This design comes from an exercise in tuning for small area, a short achievable clock period and few clock cycles per item on the open sky130 flow, not from production work.
Function was not checked in any run shown here: the RTL went through the layout flow alone.

==> flow/design.v, too long to show whole: its modules and the start of the top module <==
// module ex_stage_mdu: 809 lines
// module mdu_fin: 18 lines
// module mdu_tree: 1062 lines
// module mdu_fa: 10 lines
// module mdu_ha: 9 lines
module ex_stage_mdu (
    input  logic        clock,
    input  logic        reset,
    input  logic        in_valid,
    output logic        in_ready,
    input  logic [4:0]  op,
    input  logic [31:0] operand_a,
    input  logic [31:0] operand_b,
    input  logic [1:0]  fwd_sel_a,
    input  logic [1:0]  fwd_sel_b,
    input  logic [31:0] wb_data,
    input  logic        is_jump,
    input  logic [31:0] pt_wdata_in,
    input  logic [4:0]  pt_rd_in,
    input  logic [31:0] pt_pc_in,
    input  logic        mem_stall,
    input  logic        flush,
    output logic        out_valid,
    output logic [31:0] res_out,
    output logic [31:0] pt_wdata_out,
    output logic [4:0]  pt_rd_out,
    output logic [31:0] pt_pc_out,
    output logic        redirect_valid,
    output logic [31:0] redirect_addr,
    output logic        busy
);
  // ...
==> flow/flow/run.sh <==
#!/bin/bash
# Standard ORFS layout; ports are buffered with a regular buffer instead of
# the delay cell buffer_ports picks by default.
set -euo pipefail
bash standard.sh "BUFFER_PORTS_ARGS=-buffer_cell sky130_fd_sc_hd__buf_2" finish > orfs_make.log 2>&1
==> flow/standard.sh <==
#!/bin/bash
# synth_recipe.tcl (not shown) runs the flow's synth.tcl, then flattens the netlist and writes it again
# the make line also repeats each setting of config.mk as NAME=value (left out here)
make -C /OpenROAD-flow-scripts/flow DESIGN_CONFIG=/design/flow/config.mk WORK_HOME=/design/flow/orfs CLKGATE_MAP_FILE= SYNTH_SCRIPT=/design/flow/synth_recipe.tcl "${@:-finish}"
==> flow/config.mk <==
export PLATFORM = sky130hd
export DESIGN_NAME = ex_stage_mdu
export DESIGN_NICKNAME = ex_stage_mdu
export VERILOG_FILES = /design/flow/design.v
export SDC_FILE = /design/flow/constraint.sdc
export NUM_CORES = 4
export LEC_CHECK = 0
export ABC_AREA = 1
export CAP_MARGIN = 20
export CORE_MARGIN = 2
export CORE_UTILIZATION = 30
export SETUP_SLACK_MARGIN = 2.5
export SLEW_MARGIN = 40
export SYNTH_HIERARCHICAL = 1
export SYNTH_MINIMUM_KEEP_SIZE = 0
==> flow/constraint.sdc <==
create_clock -name core_clock -period 16.0 [get_ports {clock}]
set_input_delay 3.2000 -clock core_clock [delete_from_list [all_inputs] [get_ports {clock}]]
set_output_delay 3.2000 -clock core_clock [all_outputs]
set_load 0.01 [all_outputs]
==> flow_metrics.env, run 1 <==
export IMPL_drc_errors=0
export IMPL_coreArea_um2=195000
export IMPL_routed_wl_um=330000
export IMPL_cts_htree_levels=2
export IMPL_min_period_ns=13.67
export IMPL_dr_wl_met2_um=147000
export IMPL_cpMostUsedCell="nand2_1"
export IMPL_antenna_found_initial=18
export IMPL_required_ns=12.80
export IMPL_ys_top_cells_by_area="fa_1 (17%), nand2_1 (14%), xor2_1 (8.8%)"
export IMPL_rsz0062_at_grt="yes"
export IMPL_nFillCells=21100
export IMPL_drtIter0Drc=6828
export IMPL_synthAdderAreaFrac_pct=24.4
export IMPL_critPathCapture="redirect_addr[28]"
export IMPL_path_class="primary input to primary output"
export IMPL_worst_r2r_endpoint="res_out[24]$_DFFE_PN0N_"
export IMPL_hold_viol_final=0
export IMPL_holdWs_ns=0.462
export IMPL_buffers=726
export IMPL_period_share_pct=85.5
export IMPL_inv_count=934
export IMPL_tritoncts="yes"
export IMPL_clk_latency_ns=0.57
export IMPL_synth_compound_area_share_pct=15.5
export IMPL_io_pins=317
export IMPL_pre_cts_ws_ns=0.898
export IMPL_drv_slew=0
export IMPL_cpLargestDelayFamily="adder cells"
export IMPL_fin_cells=11400
export IMPL_status="no timing/DRC/antenna violations"
export IMPL_clk_share_pct=1.74
export IMPL_dieArea_um2=200000
export IMPL_max_slew_margin_pct=32.8
export IMPL_critPathBufInv=11
export IMPL_ant_nets=0
export IMPL_area_dominant_class="multi-input gates"
==> run 2: changes to the inputs <==
--- a/flow/design.v
+++ b/flow/design.v
@@ -19,18 +19,18 @@
     output logic [31:0] res_out,
     output logic [31:0] pt_wdata_out,
     output logic [4:0]  pt_rd_out,
     output logic [31:0] pt_pc_out,
     output logic        redirect_valid,
     output logic [31:0] redirect_addr,
     output logic        busy
 );
-    localparam int K = 3;
-    localparam int CW = 4;             
+    localparam int K = 4;
+    localparam int CW = 3;             
     logic [31:0] op_a, op_b;
     always_comb begin
         case (fwd_sel_a)
             2'd1:    op_a = res_out;
             2'd2:    op_a = wb_data;
             default: op_a = operand_a;
         endcase
         case (fwd_sel_b)
@@ -709,63 +709,56 @@
     assign fast_res = d_remop ? op_a : {32{b_zero}};
     function automatic logic [5:0] clz32(input logic [31:0] x);
         logic [5:0] n;
         n = 6'd32;
         for (int i = 0; i < 32; i++) if (x[i]) n = 31 - i;
         clz32 = n;
     endfunction
     logic [5:0] clz_a, clz_b, pdiff;
-    logic [3:0] m1;
+    logic [2:0] m1;
     assign clz_a = clz32(abs_a);
     assign clz_b = clz32(abs_b);
     assign pdiff = clz_b - clz_a;            
-    always_comb begin                        
-        m1 = 4'd0;
-        for (int i = 1; i < 11; i++) if (pdiff[4:0] >= 5'(3 * i)) m1 = 4'(i);
-    end
-    logic [64:0] norm, nsh0, nsh1, nsh2;
-    assign nsh0 = m1[0] ? {3'd0, 3'd0, abs_a, 27'd0} : {3'd0, abs_a, 30'd0};
-    assign nsh1 = m1[1] ? {6'd0, nsh0[64:6]} : nsh0;
-    assign nsh2 = m1[2] ? {12'd0, nsh1[64:12]} : nsh1;
-    assign norm = m1[3] ? {24'd0, nsh2[64:24]} : nsh2;
-    logic [31:0] rem, dvs;
-    logic [32:0] quo;
+    assign m1    = pdiff[4:2];               
+    logic [63:0] norm;
+    assign norm = {4'd0, abs_a, 28'd0} >> {m1, 2'b00};
+    logic [31:0] rem, quo, dvs;
     logic [CW-1:0] cnt;
     logic        q_neg, r_sel;
     logic [31:0] d_wdata, d_pc;
     logic [4:0]  d_rd;
     logic [31:0] rem_s [0:K];
-    logic [32:0] quo_s [0:K];
+    logic [31:0] quo_s [0:K];
     logic [32:0] diff_s [0:K-1];
     always_comb begin
         rem_s[0] = rem;
         quo_s[0] = quo;
         for (int s = 0; s < K; s++) begin
-            diff_s[s]  = {rem_s[s], quo_s[s][32]} - {1'b0, dvs};
-            rem_s[s+1] = diff_s[s][32] ? {rem_s[s][30:0], quo_s[s][32]} : diff_s[s][31:0];
-            quo_s[s+1] = {quo_s[s][31:0], !diff_s[s][32]};
+            diff_s[s]  = {rem_s[s], quo_s[s][31]} - {1'b0, dvs};
+            rem_s[s+1] = diff_s[s][32] ? {rem_s[s][30:0], quo_s[s][31]} : diff_s[s][31:0];
+            quo_s[s+1] = {quo_s[s][30:0], !diff_s[s][32]};
         end
     end
     logic [31:0] d_pick, d_held, div_res;
     logic        fix;
-    assign d_pick  = r_sel ? rem_s[K] : quo_s[K][31:0];
-    assign d_held  = r_sel ? rem : quo[31:0];
+    assign d_pick  = r_sel ? rem_s[K] : quo_s[K];
+    assign d_held  = r_sel ? rem : quo;
     assign div_res = fix ? (~d_held + 32'd1) : d_pick;
     logic wr_single, wr_fast, start_div, wr_div, step, last;
     assign wr_single = fire && !flush && !is_div;
     assign wr_fast   = fire && !flush && is_div && d_fast;
     assign start_div = fire && !flush && is_div && !d_fast;
     assign last      = (cnt == '0);
     assign wr_div    = busy && !flush && !mem_stall && (fix || (last && !q_neg));
     assign step      = busy && !fix && (!last || q_neg || !mem_stall);
     always_ff @(posedge clock) begin
         if (start_div) begin
-            rem     <= norm[64:33];
-            quo     <= norm[32:0];
+            rem     <= norm[63:32];
+            quo     <= norm[31:0];
             dvs     <= abs_b;
             cnt     <= m1;
             fix     <= 1'b0;
             q_neg   <= d_remop ? a_neg : (a_neg ^ b_neg);
             r_sel   <= d_remop;
             d_wdata <= pt_wdata_in;
             d_rd    <= pt_rd_in;
             d_pc    <= pt_pc_in;
==> flow/flow/run.sh (replaced) <==
#!/bin/bash
# Standard ORFS layout; ports are buffered with a regular buffer instead of
# the delay cell buffer_ports picks by default.
set -euo pipefail
bash standard.sh "BUFFER_PORTS_ARGS=-buffer_cell sky130_fd_sc_hd__buf_4" finish > orfs_make.log 2>&1
==> flow/config.mk (replaced) <==
export PLATFORM = sky130hd
export DESIGN_NAME = ex_stage_mdu
export DESIGN_NICKNAME = ex_stage_mdu
export VERILOG_FILES = /design/flow/design.v
export SDC_FILE = /design/flow/constraint.sdc
export NUM_CORES = 4
export LEC_CHECK = 0
export CAP_MARGIN = 20
export CORE_MARGIN = 2
export CORE_UTILIZATION = 30
export SETUP_SLACK_MARGIN = 0.15
export SLEW_MARGIN = 40
export SYNTH_HIERARCHICAL = 1
export SYNTH_MINIMUM_KEEP_SIZE = 0
==> run 2 against run 1 <==
  * Critical path type unchanged
  * Design area down 2.7%
  * Critical path depth is 6 lower
  * Clock-buffer cell count is 4 higher
  * First-iteration DRC count rose by 17%
  * Sequential share of layout area is 0.22 points higher
  * Non-clock buffer count is 37 higher
  * Die area down 0.64%
  * Final cell count is 16% lower
  * Worst hold slack improved by 0.011 ns
  * Largest cell class unchanged
  * Setup slack got worse by 2.1 ns
  * Critical endpoint is now redirect_addr[30]
  * Still clean on timing, DRC and antenna
  * Register-to-register slack worse by 3.2 ns
  * Clock skew down 0.0012 ns
==> flow_metrics.env, run 2 <==
export IMPL_status="no timing/DRC/antenna violations"
export IMPL_die_x_um=446
export IMPL_post_route_util_pct=34.2
export IMPL_r2r_cells=60
export IMPL_dp_cells=9463
export IMPL_period_share_pct=98.6
export IMPL_drv_cap=0
export IMPL_dr_pass1_iters=8
export IMPL_max_slew_worst_pin_slew_ns=1.03
export IMPL_r2r_start="quo[31]$_DFFE_PP_"
export IMPL_cts_htree_levels=1
export IMPL_crit_path_start_kind="primary input"
export IMPL_dieArea_um2=199000
export IMPL_port_buffers=315
export IMPL_cpLargestDelayFamily="adder cells"
export IMPL_use_met1_pct=41.4
export IMPL_nFillCells=20200
export IMPL_required_ns=12.80
export IMPL_start_util_pct=30.1
export IMPL_cts_buffer_depth=3
export IMPL_r2r_setup_slack_ns=0.52
export IMPL_fmax_ghz=0.0634
export IMPL_io_pins=317
export IMPL_tritoncts="yes"
export IMPL_hp_start="d_wdata[22]$_DFFE_PP_"
export IMPL_grt_use_met2_pct=43.4
export IMPL_synth_seq_area_share_pct=13.1
export IMPL_rsz0062_at_grt="no"
export IMPL_numCtsBuffers=31
export IMPL_drv_slew=0
export IMPL_grt_pass1_vias=56000
export IMPL_yosysTopAreaCellShare_pct=16.6
export IMPL_hpwl_um=256000
export IMPL_finalClockSkew_ns=0.0219
export IMPL_grt_pass1_wl_um=432000
export IMPL_fin_cells=9531
export IMPL_min_path_cells=2
export IMPL_ant_nets=0
export IMPL_drc_errors=0
export IMPL_syn_avg_cell_area_um2=8.66
export IMPL_slowest_stage="fa_1"
export IMPL_fin_setup_tns_ns=0
export IMPL_hp_class="flop to flop"
export IMPL_synth_common_cells="xnor2_1 (733), nand2_1 (532), a22o_1 (512)"
export IMPL_synth_most_common_cell="xnor2_1"
export IMPL_yosysUniqueCellTypes=116
export IMPL_synth_top_area_cell="fa_1"
export IMPL_hold_buffers=0
export IMPL_synth_area_um2=58600
export IMPL_ys_flop_type="edfxtp_1"
export IMPL_synthCells=6768
export IMPL_path_class="primary input to primary output"
export IMPL_hold_viol_final=0
export IMPL_ys_top_cells_by_area="fa_1 (17%), xnor2_1 (11%), ha_1 (8.7%)"
export IMPL_nets=8034
export IMPL_crit_arrival_ns=12.57
export IMPL_most_common_layout_cells="buf_4 (731), xnor2_1 (724), nand2_1 (527), a22o_1 (512), fa_1 (487)"
export IMPL_max_slew_margin_pct=30.4
export IMPL_pre_cts_ws_ns=-0.541
export IMPL_grt_overflow=0
export IMPL_critPathCaptureType="primary output"
export IMPL_drive_gt1_share_pct=14.9
export IMPL_track_usage_pct=30.1
export IMPL_cp_depth=29
export IMPL_worst_r2r_endpoint="rem[8]$_DFFE_PP_"
export IMPL_final_common_cell="buf_4"
export IMPL_finalWeightedCongestion=1.08
export IMPL_antenna_found_initial=15
export IMPL_row_count=162
export IMPL_clk_latency_ns=0.64
export IMPL_ys_ff_latch=274
export IMPL_finalSetupViolations=0
export IMPL_yosysWarningCount=10
export IMPL_die_h_um=446
export IMPL_busiest_layer="met2"
export IMPL_area_delta_synth_final_pct=13.5
export IMPL_synth_edf_count=170
export IMPL_worstSetupStartpoint="fwd_sel_b[0]"
export IMPL_num_vias=58200
export IMPL_vias_per_cell=6.11
export IMPL_critPathBufInv=7
export IMPL_timing_final_ws_setup_ns=0.232
export IMPL_avgRoutedWirePerCell_um=32.6
export IMPL_clk_pin_slew_worst_paths_ns=0.07
export IMPL_min_period_ns=15.77
export IMPL_seq_area_um2=7700
export IMPL_use_met3_pct=5.80
export IMPL_cts_sinks=274
export IMPL_crit_fanout=22
export IMPL_multi_input_area_um2=47600
export IMPL_drtIter0Drc=7984
export IMPL_root_buffer="clkbuf_16"
export IMPL_routed_wl_um=311000
export IMPL_ys_async_sr_fraction_pct=37.6
export IMPL_grt_max_degree=93
export IMPL_coreArea_um2=195000
export IMPL_critPathCapture="redirect_addr[30]"
export IMPL_slowest_delay_ns=0.63
==> run 2: cell count changes in the layout (fill, tap and decap cells not counted), moves of 128 or more <==
cell     change
nand3_1    -539
nand2_1   -1644
mux2i_1    +128
xor2_1     -464
buf_4      +389
o22ai_1    -413
a22oi_1    +145
buf_2      -312
xnor2_1    +604
a22o_1     +512
inv_1      -619
==> run 2: how the worst min path moves through the flow <==
stage | end | slack (ns)
floorplan | pt_pc_out[0]$_DFFE_PN0N_ | 0.45
global placement | pt_wdata_out[7]$_DFFE_PN0N_ | 0.46
detailed placement | pt_rd_out[2]$_DFFE_PN0N_ | 0.46
CTS | pt_wdata_out[15]$_DFFE_PN0N_ | 0.48
global route | pt_wdata_out[7]$_DFFE_PN0N_ | 0.50
finish | pt_wdata_out[22]$_DFFE_PN0N_ | 0.47
==> run 2: timing repair <==
item                       CTS  global route
pin swaps                    0             2
setup buffers                0             3
setup endpoints to repair   50            71
resized for setup            5            14
==> run 2: Yosys stat by module (local to each module, per instance) <==
module,area (µm²),cells inside,flops+latches
ex_stage_mdu,42500,5359,274
mdu_fin,4900,752,0
mdu_tree,968,130,0
mdu_fa,20.0,1,0
mdu_ha,12.5,1,0
==> run 2: area by class of cell <==
| type | count | area share, % |
|---|---|---|
| tap | 2542 | 4.78 |
| sequential | 274 | 11.6 |
| inverter | 246 | 1.40 |
| clock inverter | 15 | 0.239 |
| multi-input combinational | 5643 | 71.6 |
| antenna | 5 | 0.0188 |
| timing repair buffer | 763 | 9.06 |
| clock buffer | 43 | 1.31 |
==> run 2: kinds of logic after synthesis <==
family | share of synthesized area [%]
AO/OA/AOI/OAI | 26.7
XOR/XNOR | 12.7
adder cells (fa/ha/maj) | 25.4
buffers and inverters | 6.63
flip-flops | 13.1
multiplexers | 3.58
other | 0.0256
AND/OR/NAND/NOR | 11.9
==> run 2: metal layers <==
layer	part of all wire, %	wire length, µm
met5	0.018	57
met4	7.5	23400
met3	9.4	29300
met2	41	128000
met1	42	130000
==> run 2: worst min-delay path, cell delays in order (launching register included) <==
cell and delay, ns:
edfxtp_1 0.33, a22oi_1 0.08, nand2_1 0.05
==> run 2: metrics by stage <==
step / cell area, µm² / hold WS (ns)
floorplan: 58700 / 0.450
global placement: 65100 / 0.456
detailed placement: 65300 / 0.463
CTS: 66400 / 0.479
global route: 66500 / 0.497
finish: 66500 / 0.472
==> run 3: changes to the inputs <==
--- a/flow/config.mk
+++ b/flow/config.mk
@@ -7,2 +7,3 @@
 export LEC_CHECK = 0
+export ABC_AREA = 1
 export CAP_MARGIN = 20
==> run 3 against run 2 <==
  * Utilization decreased by 0.34 points
  * Setup slack improved by 0.29 ns
  * Non-clock buffer count shrank 136
  * Sequential share of layout area shrank 0.052 points
  * Via count rose by 6.7%
  * First-iteration DRC count is 18% lower
  * Synthesized area rose by 1.7%
  * Critical path type unchanged
==> flow_metrics.env, run 3 <==
export IMPL_status="no timing/DRC/antenna violations"
export IMPL_r2r_start="quo[31]$_DFFE_PP_"
export IMPL_coreArea_um2=197000
export IMPL_cts_sinks=274
export IMPL_clk_pin_slew_worst_paths_ns=0.06
export IMPL_period_share_pct=96.7
export IMPL_grt_overflow=0
export IMPL_finalWeightedCongestion=1.07
export IMPL_finalSetupViolations=0
export IMPL_cts_buffer_depth=3
export IMPL_required_ns=12.80
export IMPL_syn_avg_cell_area_um2=7.03
export IMPL_multi_input_area_um2=46200
export IMPL_grt_pass1_wl_um=446000
export IMPL_hold_buffers=0
export IMPL_synth_edf_count=170
export IMPL_synth_area_um2=59600
export IMPL_crit_path_start_kind="primary input"
export IMPL_grt_max_degree=114
export IMPL_critPathCaptureType="primary output"
export IMPL_yosysTopAreaCellShare_pct=16.4
export IMPL_worst_r2r_endpoint="res_out[21]$_DFFE_PN0N_"
export IMPL_routed_wl_um=315000
export IMPL_nFillCells=21400
export IMPL_min_period_ns=15.48
export IMPL_crit_arrival_ns=12.28
export IMPL_finalClockSkew_ns=0.0510
export IMPL_hold_viol_final=0
export IMPL_timing_final_ws_setup_ns=0.520
export IMPL_final_common_cell="nand2_1"
export IMPL_max_slew_margin_pct=38.0
export IMPL_row_count=163
export IMPL_slowest_delay_ns=0.68
export IMPL_area_delta_synth_final_pct=12.1
export IMPL_pre_cts_ws_ns=0.697
export IMPL_most_common_layout_cells="nand2_1 (2,179), inv_1 (893), xor2_1 (659), buf_4 (595), o22ai_1 (520)"
export IMPL_clk_latency_ns=0.64
export IMPL_seq_area_um2=7700
export IMPL_rsz0062_at_grt="no"
export IMPL_synth_common_cells="nand2_1 (2,182), inv_1 (899), xor2_1 (659)"
export IMPL_track_usage_pct=30.1
export IMPL_max_slew_worst_pin_slew_ns=0.926
export IMPL_post_route_util_pct=33.9
export IMPL_vias_per_cell=5.52
export IMPL_r2r_setup_slack_ns=2.01
export IMPL_numCtsBuffers=31
export IMPL_path_class="primary input to primary output"
export IMPL_nets=9653
export IMPL_port_buffers=315
export IMPL_ys_top_cells_by_area="fa_1 (16%), nand2_1 (14%), xor2_1 (9.7%)"
export IMPL_hp_start="d_pc[24]$_DFFE_PP_"
export IMPL_synth_seq_area_share_pct=12.9
export IMPL_min_path_cells=2
export IMPL_r2r_cells=96
export IMPL_synth_most_common_cell="nand2_1"
export IMPL_root_buffer="clkbuf_16"
export IMPL_avgRoutedWirePerCell_um=28.0
export IMPL_antenna_found_initial=18
export IMPL_synth_top_area_cell="fa_1"
export IMPL_ys_ff_latch=274
export IMPL_dr_pass1_iters=9
export IMPL_drv_slew=0
export IMPL_start_util_pct=30.2
export IMPL_die_h_um=450
export IMPL_fin_setup_tns_ns=0
export IMPL_drc_errors=0
export IMPL_hpwl_um=264000
export IMPL_fin_cells=11300
export IMPL_yosysWarningCount=10
export IMPL_die_x_um=450
export IMPL_ant_nets=0
export IMPL_drive_gt1_share_pct=10.9
export IMPL_num_vias=62200
export IMPL_cts_setup_buffers=0
export IMPL_drtIter0Drc=6547
export IMPL_dieArea_um2=202000
export IMPL_yosysUniqueCellTypes=68
export IMPL_fmax_ghz=0.0646
export IMPL_cts_htree_levels=1
export IMPL_holdWs_ns=0.465
export IMPL_hp_class="flop to flop"
export IMPL_cts_resized_gates=0
export IMPL_min_to="pt_pc_out[24]$_DFFE_PN0N_"
export IMPL_tritoncts="yes"
export IMPL_cpMostUsedCell="fa_1"
export IMPL_io_pins=317
export IMPL_synthCells=8475
export IMPL_drv_cap=0
export IMPL_ys_flop_type="edfxtp_1"
export IMPL_dp_cells=11200
export IMPL_slowest_stage="clkinv_1"
export IMPL_grt_pass1_vias=61800
export IMPL_crit_fanout=33
export IMPL_ys_async_sr_fraction_pct=37.6
[run 3: cell count changes after synthesis, moves of 108 or more]
cell	change
a21o_1	-108
a22o_1	-512
a22oi_1	-145
inv_1	+679
mux2i_1	-132
nand2_1	+1650
nand3_1	+422
o21ai_0	+125
o22ai_1	+447
xnor2_1	-650
xor2_1	+553
[run 3: cells by family after synthesis]
family / count (synthesis) / share of synthesized area [%]
buffers and inverters: 1516 / 10.8
other: 4 / 0.0252
muxes: 38 / 0.638
and+or+nand+nor: 3346 / 23.3
AOI/OAI and AO/OA: 1653 / 16.3
xor gates and xnor gates: 749 / 11.1
DFF: 274 / 12.9
adders and majority gates: 895 / 24.9
[run 3: critical path: cells and delay by family]
kind	cells	cell delay, ns
adders and majority gates	9	4.33
and+or+nand+nor	10	1.79
AOI/OAI and AO/OA	2	0.75
buffers and inverters	8	2.15
[run 3: worst max-delay path by stage]
stage	start	end	slack [ns]	depth (start not counted)
2_1_floorplan	fwd_sel_b[0]	redirect_addr[30]	1.88	36
3_3_place_gp	fwd_sel_b[0]	redirect_addr[2]	0.50	30
3_5_place_dp	fwd_sel_b[0]	redirect_addr[2]	0.70	32
4_1_cts	fwd_sel_b[0]	redirect_addr[2]	0.67	32
5_1_grt	fwd_sel_b[0]	redirect_addr[2]	0.22	29
6_report	fwd_sel_b[0]	redirect_addr[2]	0.52	29
[run 3: layer usage]
metal | share of wire, % | wire (µm) | vias up | GRT usage, %
met5 | 0.017 | 55 | - | 0
met2 | 47 | 148000 | 3000 | 50.5
met4 | 8.5 | 26900 | 8 | 21.5
met1 | 38 | 120000 | 30300 | 35.3
li1 | - | - | 28100 | -
met3 | 6.5 | 20700 | 748 | 4.00
[run 3: final cells by class]
type	instances	share of cell area, %
antenna	14	0.0524
clock buffer	43	1.32
clock inverter	13	0.242
inverter	944	5.31
multi-input combinational	6700	69.1
sequential	274	11.5
tap	2640	4.94
timing repair buffer	627	7.53
[run 3: stage by stage]
stage	instance area, µm²
3_3_place_gp	65400
6_report	66800
2_1_floorplan	59700
5_1_grt	66800
3_5_place_dp	65700
4_1_cts	66700
[run 3: Yosys stat by module (local to each module, per instance)]
module | cells | area, µm² | times used | flip-flops and latches
mdu_fin | 1582 | 7120 | 1 | 0
mdu_ha | 1 | 12.5 | 46 | 0
mdu_fa | 1 | 20.0 | 481 | 0
ex_stage_mdu | 6236 | 41300 | 1 | 274
mdu_tree | 130 | 968 | 1 | 0
==> run 4: changes to the inputs <==
--- a/flow/config.mk
+++ b/flow/config.mk
@@ -11,3 +11,3 @@
 export CORE_UTILIZATION = 30
-export SETUP_SLACK_MARGIN = 0.15
+export SETUP_SLACK_MARGIN = 2.0
 export SLEW_MARGIN = 40
==> run 4 against run 3 <==
  * Sequential cell count stayed put
  * Highest routed layer unchanged
  * Critical path type unchanged
  * Synthesized cell count unchanged
  * Maximum frequency is 12% higher
  * Global-route usage shrank 0.40 points
  * Register-to-register slack gained 1.2 ns
==> flow_metrics.env, run 4 <==
export IMPL_clk_latency_ns=0.57
export IMPL_multi_input_area_um2=47100
export IMPL_grt_overflow=0
export IMPL_period_share_pct=86.7
export IMPL_crit_arrival_ns=10.67
export IMPL_cts_htree_levels=2
export IMPL_coreArea_um2=197000
export IMPL_track_usage_pct=29.7
export IMPL_grt_pass1_wl_um=443000
export IMPL_ys_flop_type="edfxtp_1"
export IMPL_io_pins=317
export IMPL_critPathCaptureType="primary output"
export IMPL_finalWeightedCongestion=1.08
export IMPL_hp_class="flop to flop"
export IMPL_required_ns=12.80
export IMPL_port_buffers=315
export IMPL_yosysUniqueCellTypes=68
export IMPL_synth_top_area_cell="fa_1"
export IMPL_ant_nets=0
export IMPL_slowest_delay_ns=0.57
export IMPL_die_x_um=450
export IMPL_root_buffer="clkbuf_16"
export IMPL_tritoncts="yes"
export IMPL_ys_top_cells_by_area="fa_1 (16%), nand2_1 (14%), xor2_1 (9.7%)"
export IMPL_dr_pass1_iters=14
export IMPL_final_common_cell="nand2_1"
export IMPL_hold_viol_final=0
export IMPL_fin_setup_tns_ns=0
export IMPL_synth_common_cells="nand2_1 (2,182), inv_1 (899), xor2_1 (659)"
export IMPL_status="no timing/DRC/antenna violations"
export IMPL_drv_slew=0
export IMPL_clk_pin_slew_worst_paths_ns=0.06
export IMPL_grt_pass1_vias=62800
export IMPL_finalClockSkew_ns=0.0269
export IMPL_die_h_um=450
export IMPL_dieArea_um2=202000
export IMPL_yosysTopAreaCellShare_pct=16.4
export IMPL_avgRoutedWirePerCell_um=27.5
export IMPL_min_period_ns=13.87
export IMPL_rsz0062_at_grt="yes"
export IMPL_seq_area_um2=7700
export IMPL_most_common_layout_cells="nand2_1 (2,170), inv_1 (865), xor2_1 (648), buf_4 (621), o22ai_1 (505)"
export IMPL_area_delta_synth_final_pct=15.6
export IMPL_crit_fanout=19
export IMPL_drc_errors=0
export IMPL_max_slew_worst_pin_slew_ns=0.941
export IMPL_synthCells=8475
export IMPL_path_class="primary input to primary output"
export IMPL_syn_avg_cell_area_um2=7.03
export IMPL_vias_per_cell=5.59
export IMPL_synth_most_common_cell="nand2_1"
export IMPL_antenna_found_initial=8
export IMPL_crit_path_start_kind="primary input"
export IMPL_synth_area_um2=59600
export IMPL_nFillCells=21300
export IMPL_cts_buffer_depth=3
export IMPL_max_slew_margin_pct=36.8
export IMPL_start_util_pct=30.2
export IMPL_cpMostUsedCell="fa_1"
export IMPL_num_vias=63300
export IMPL_cts_sinks=274
export IMPL_nets=9734
export IMPL_routed_wl_um=311000
export IMPL_ys_async_sr_fraction_pct=37.6
export IMPL_synth_edf_count=170
export IMPL_finalSetupViolations=0
export IMPL_hold_buffers=0
export IMPL_post_route_util_pct=34.9
export IMPL_drtIter0Drc=6745
export IMPL_row_count=163
export IMPL_hpwl_um=255000
export IMPL_drive_gt1_share_pct=13.7
export IMPL_grt_max_degree=129
export IMPL_slowest_stage="fa_1"
export IMPL_yosysWarningCount=10
export IMPL_numCtsBuffers=35
export IMPL_ys_ff_latch=274
export IMPL_fmax_ghz=0.0721
export IMPL_drv_cap=0
export IMPL_synth_seq_area_share_pct=12.9
[run 4: changes by cell type in the layout (fill, tap and decap cells not counted), moves of 17 or more]
| cell | delta |
|---|---|
| o21ai_4 | +17 |
| inv_1 | -28 |
| nor2_1 | -19 |
| clkinvlp_4 | +19 |
| buf_6 | +20 |
| buf_4 | +26 |
| ha_1 | -37 |
| buf_12 | +28 |
| ha_4 | +23 |
[run 4: Yosys stat by module (local to each module, per instance)]
module        cell area [µm²]  flops+latches  cells
mdu_fin                  7120              0   1582
mdu_tree                  968              0    130
mdu_ha                   12.5              0      1
mdu_fa                   20.0              0      1
ex_stage_mdu            41300            274   6236
[run 4: metal layers]
layer / global-route usage (%) / routed length [µm] / vias up
met2: 48.7 / 142000 / 3404
met4: 24.4 / 31600 / 8
met5: 0 / 46 / -
met1: 34.3 / 115000 / 30700
li1: - / - / 28200
met3: 4.45 / 22400 / 968
[run 4: repair_timing]
action                                  CTS  global route
setup buffers                            85            51
resized for setup                       103           197
cloned                                    4             0
endpoints found under the setup margin   93            96
pin swaps                                27            26
[run 4: critical path, delay by kind of cell]
kind                       cells  cell delay, ns
AOI/OAI and AO/OA              3            0.87
adders and majority gates      9            4.23
and+or+nand+nor                9            1.01
buffers and inverters          9            1.32
[run 4: worst paths after layout]
| path | from | to | slack (ns) | cells past startpoint |
|---|---|---|---|---|
| setup / recovery | fwd_sel_b[0] | redirect_addr[17] | 2.13 | 30 |
| hold / removal | d_pc[31]$_DFFE_PP_ | pt_pc_out[31]$_DFFE_PN0N_ | 0.46 | 2 |
| setup reg to reg | quo[31]$_DFFE_PP_ | res_out[20]$_DFFE_PN0N_ | 3.19 | 82 |
| hold reg to reg | d_pc[31]$_DFFE_PP_ | pt_pc_out[31]$_DFFE_PN0N_ | 0.46 | 2 |
| max in group asynchronous | reset | res_out[8]$_DFFE_PN0N_ | 12.05 | 3 |
| min in group asynchronous | reset | pt_wdata_out[13]$_DFFE_PN0N_ | 2.46 | 1 |
[run 4: stage by stage]
step / instance area [µm²] / setup WS, ns / hold slack [ns] / cells
2_1_floorplan: 59700 / 2.05 / 0.442 / 8490
3_3_place_gp: 64900 / 0.641 / 0.448 / 11100
3_5_place_dp: 65100 / 0.811 / 0.454 / 11100
4_1_cts: 67600 / 1.99 / 0.467 / 11300
5_1_grt: 68900 / 1.91 / 0.484 / 11300
6_report: 68900 / 2.13 / 0.464 / 11300
[run 4: layout make-up]
| class | count | area share [%] |
|---|---|---|
| sequential | 274 | 11.2 |
| tap | 2640 | 4.79 |
| clock inverter | 18 | 0.267 |
| antenna | 3 | 0.0109 |
| timing repair buffer | 700 | 8.65 |
| inverter | 944 | 5.28 |
| clock buffer | 46 | 1.39 |
| timing repair inverter | 4 | 0.0436 |
| multi-input combinational | 6700 | 68.4 |
[run 4: kinds of logic (layout without fill, tap and decap cells)]
family	Yosys count	in the layout	synth area share, %
mux	38	38	0.638
buf+inv	1516	1712	10.8
simple gates	3346	3346	23.3
other cells	4	22	0.0252
xor+xnor	749	749	11.1
flops	274	274	12.9
fa+ha+maj	895	895	24.9
compound gates	1653	1653	16.3

-- what the ideal ports hide --
How much do the figures lean on ideal ports? The routed layouts below were timed once more, with nothing changed but the port constraints. Step 1 sets driving cells, clkbuf_16 on the clock port and buf_2 on the other inputs (assumed; they add their load-dependent delay and slew). Step 2 also shifts input and output timing later by t, the mid clock arrival at the registers, as if the neighbouring blocks saw the same clock. a / b / c = ideal ports / drivers / drivers and shift; a / b = the first two.
| run | t (ns) | setup WS [ns] | cell pins on the clock port's net |
|---|---|---|---|
| run 1 | 0.625 | 2.327 / 2.302 / 2.302 | 1 |
| run 2 | 0.708 | 0.232 / 0.205 / 0.205 | 1 |
| run 3 | 0.678 | 0.520 / 0.499 / 0.499 | 1 |
| run 4 | 0.617 | 2.126 / 2.104 / 2.104 | 1 |
After both steps setup and hold are still met in every run listed. For run 2, which loses most, drivers alone change the setup slack by -0.027 ns; drivers and shift together by -0.027 ns.
